Source: an optimization exercise on an open RTL-to-GDS flow (aim: small area). Production flows keep margins and buffers that such runs may drop. At most, simulation tests tie the RTL to the original design; equivalence was not proved. Power is estimated from default activity; no workload was simulated.

## multicycle_core
module multicycle_core #(
  parameter int                ADDR_W   = 32,
  parameter logic [ADDR_W-1:0] RESET_PC = '0
) (
  input  logic              clk,
  input  logic              rst,
  output logic              imem_req,
  output logic [ADDR_W-1:0] imem_addr,
  input  logic              imem_ready,
  input  logic [31:0]       imem_rdata,
  output logic              dmem_req,
  output logic              dmem_we,
  output logic [ADDR_W-1:0] dmem_addr,
  output logic [31:0]       dmem_wdata,
  input  logic              dmem_ready,
  input  logic [31:0]       dmem_rdata,
  output logic [ADDR_W-1:0] pc_out,
  output logic [31:0]       alu_result,
  output logic              retire,
  output logic              halted
);
  logic [3:0]   state, state_n;
  logic [2:0]   ph;
  logic [31:0]  ir, ar;
  logic [31:0]  pc;            
  logic [4:0]   srt;           
  logic [2:0]   prev;          
  logic         c, cp, ret_q;
  logic [5:0] op, fn;
  logic [4:0] rs, rt, rd, sh, dest, rsel;
  assign op = ir[31:26];
  assign fn = ir[5:0];
  assign rs = ir[25:21];
  assign rt = ir[20:16];
  assign rd = ir[15:11];
  assign sh = ir[10:6];
  logic is_r, is_mem, is_sw, is_addi, is_br, is_j, is_slt, is_sh, writes, need_rt;
  assign is_mem  = op[5];
  assign is_sw   = op[5] & op[3];
  assign is_addi = !op[5] & op[3];
  assign is_br   = !op[5] & op[2];
  assign is_j    = !op[5] & op[1];
  assign is_r    = !op[5] & !op[3] & !op[2] & !op[1];
  assign is_slt  = is_r & fn[3];
  assign is_sh   = is_r & !fn[5];
  assign writes  = is_r | is_addi | (is_mem & !is_sw);
  assign need_rt = is_r | is_br;
  assign dest    = is_r ? rd : rt;
  function automatic logic legal_f(input logic [31:0] w);
    logic [5:0] o, f;
    o = w[31:26];
    f = w[5:0];
    if (o == OP_RTYPE)
      legal_f = f == FN_ADD || f == FN_SUB || f == FN_AND || f == FN_OR || f == FN_SLT ||
                f == FN_SLL || f == FN_SRL;
    else
  ...
Size in the first run: roughly 2,500 cells after synthesis, about 1,100 flip-flops.
clock: 10.0 ns
lec_check: 0
abc_area: 1
cap_margin: 20
core_margin: 2
core_utilization: 55
place_density: 0.65
slew_margin: 20
synth_hierarchical: 1
synth_minimum_keep_size: 0
standard.sh (not shown) runs the stock make flow with config.mk's settings and CLKGATE_MAP_FILE= SYNTH_SCRIPT=/design/flow/synth_recipe.tcl, a recipe that flattens the netlist after the stock synthesis.
==> flow/flow/run.sh <==
#!/bin/bash
# Standard ORFS layout, with the smallest buffer on the ports and a clock tree without dummy loads.
set -euo pipefail
export BUFFER_PORTS_ARGS="-buffer_cell sky130_fd_sc_hd__buf_1"
export CTS_ARGS="-sink_clustering_enable -repair_clock_nets -dont_use_dummy_load -buf_list {sky130_fd_sc_hd__clkbuf_8} -sink_clustering_size 19 -sink_clustering_max_diameter 65"
bash standard.sh > standard.log 2>&1
The starting point went through all stages and came out clean.
Next try:
==> flow/flow/run.sh (replaced) <==
#!/bin/bash
# Standard ORFS layout, with the smallest buffer on the ports and a clock tree without dummy loads.
set -euo pipefail
export BUFFER_PORTS_ARGS="-buffer_cell sky130_fd_sc_hd__buf_1"
export CTS_ARGS="-sink_clustering_enable -repair_clock_nets -dont_use_dummy_load -buf_list {sky130_fd_sc_hd__clkbuf_8} -sink_clustering_size 20 -sink_clustering_max_diameter 70"
bash standard.sh > standard.log 2>&1
Result:
- core utilization hardly moves
- final area stays flat
- die area is unchanged
- via count barely changes
- clock-buffer cell count came out lower by 2
- clock power stays flat
No functional check of the RTL was part of any run of this note.


## run 1
multicycle_core, a different RTL version from the one above (not shown whole).
For scale: ~2500 cells after synthesis, about 1100 flip-flops, ~230 I/O pins, about 30000 um2 of cells after synthesis.
Settings: LEC_CHECK=0, ABC_AREA=1, CAP_MARGIN=20, CORE_MARGIN=2, CORE_UTILIZATION=60, PLACE_DENSITY=0.7, SLEW_MARGIN=20, SYNTH_HIERARCHICAL=1, SYNTH_MINIMUM_KEEP_SIZE=0; clock period 10.0 ns.
==> flow/flow/run.sh <==
#!/bin/bash
# Standard ORFS layout, with the smallest buffer on the ports and a clock tree without dummy loads.
set -euo pipefail
export BUFFER_PORTS_ARGS="-buffer_cell sky130_fd_sc_hd__buf_1"
export CTS_ARGS="-sink_clustering_enable -repair_clock_nets -dont_use_dummy_load -buf_list {sky130_fd_sc_hd__clkbuf_8} -sink_clustering_size 20 -sink_clustering_max_diameter 70"
bash standard.sh > standard.log 2>&1
In summary, run 1 completed successfully, with a layout that passed the timing, design-rule and antenna checks.
diff inputs: run 1 => run 2
- swapping 60 for 55 in CORE_UTILIZATION
- putting GPL_ROUTABILITY_DRIVEN at 0 where nothing was set
- putting GPL_TIMING_DRIVEN at 0 where nothing was set
- swapping 0.7 for 0.65 in PLACE_DENSITY
- Run 2: PASS, flow complete, no timing, DRC or antenna violations
- Comparing run 1 against run 2, there is no change at all in flop and latch count out of synthesis.
- Launch point of the worst path: state[2] -> run 2, state[3] -> run 1
- Delta (run 2 minus run 1): number of sinks handled by clock tree synthesis flat; signed area change from the synthesized netlist to the final layout moved up.
## Diff of input files: run 3 against run 2
- removing GPL_TIMING_DRIVEN (formerly 0)
- removing GPL_ROUTABILITY_DRIVEN (formerly 0)
==> flow/flow/run.sh <==
#!/bin/bash
# Standard ORFS layout, with the smallest buffer on the ports and a clock tree without dummy loads.
set -euo pipefail
export BUFFER_PORTS_ARGS="-buffer_cell sky130_fd_sc_hd__buf_1"
export CTS_ARGS="-sink_clustering_enable -repair_clock_nets -dont_use_dummy_load -buf_list {sky130_fd_sc_hd__clkbuf_8 sky130_fd_sc_hd__clkbuf_16} -sink_clustering_size 24 -sink_clustering_max_diameter 50"
bash standard.sh > standard.log 2>&1
Findings:
Comparing run 2 with run 3, the sequential share of layout area came out essentially unchanged.
Data required time at the worst endpoint, run 2 and run 3: smaller value in run 2
Compared run 3 against run 2; final standard cell utilization of the core within noise.
Comparing the two runs side by side, run 3 comes out behind run 2 on worst slack after detailed placement.
Run 3 vs run 2, instance count: run 3 lower
First-iteration DRC count | run 3 below run 2
Run 3 against run 2: remaining antenna violation count after routing saw little to no change, die area roughly the same.
Highest attainable clock frequency for run 3 is higher than for run 2.
Clock group power in run 3 is about 50% above run 2.
Run 3 vs run 2: share of the cycle needed by the critical path after routing down in run 3
For run 4, these inputs were changed with respect to run 3:
==> flow/flow/run.sh <==
#!/bin/bash
# Standard ORFS layout, with the smallest buffer on the ports and a clock tree without dummy loads.
set -euo pipefail
export BUFFER_PORTS_ARGS="-buffer_cell sky130_fd_sc_hd__buf_1"
export CTS_ARGS="-sink_clustering_enable -repair_clock_nets -dont_use_dummy_load -buf_list {sky130_fd_sc_hd__clkbuf_8} -sink_clustering_size 20 -sink_clustering_max_diameter 70"
bash standard.sh > standard.log 2>&1
Results
Sequential share of layout area, run 3 and run 4: lower on run 3. Run 4 has completed all stages; timing, DRC and antenna checks passed. Comparing run 4 with run 3, the met2 routing resource usage after global routing came out essentially unchanged. Run 4 -> run 3: cell count flat. Between run 3 and run 4, the flow reports clock-buffer cell count decreasing by a few percent. Cell with the biggest individual delay on the critical path = clkinv_1: run 3; cell with the biggest individual delay on the critical path = a31oi_4: run 4. The run showing the greater sum of routed wire length over all layers is run 3. Relative to run 3, worst setup slack decreased by 0.076 ns in run 4. The worst hold slack in run 4 was lower than what run 3 gave.

-- static timing again, ports no longer ideal --
No port has a modelled driver above. Below, the same layouts with a new extraction and two added sets of constraints. Step 1 assumes that a clkbuf_16 drives the clock port and a buf_2 every other input. Step 2 also shifts input and output timing later by t, the mid clock arrival at the registers, as if the neighbouring blocks saw the same clock. Three values: no drivers, after step 1, after step 2; two values: the first two.
| run | shift t [ns] | setup WS [ns] | hold WS [ns] |
|---|---|---|---|
| the first run of note 1 | 0.705 | 3.719 / 3.719 / 3.719 | 0.267 / 0.267 / 0.267 |
| the second run of note 1 | 0.691 | 3.748 / 3.748 / 3.748 | 0.272 / 0.272 / 0.272 |
| run 1 | 0.703 | 4.042 / 4.042 / 4.042 | 0.279 / 0.279 / 0.279 |
| run 2 | 0.732 | 3.024 / 3.024 / 3.024 | 0.289 / 0.289 / 0.289 |
| run 3 | 0.640 | 3.255 / 3.255 / 3.255 | 0.278 / 0.278 / 0.278 |
| run 4 | 0.696 | 3.179 / 3.179 / 3.179 | 0.274 / 0.274 / 0.274 |
After both steps every run listed still meets setup and hold.
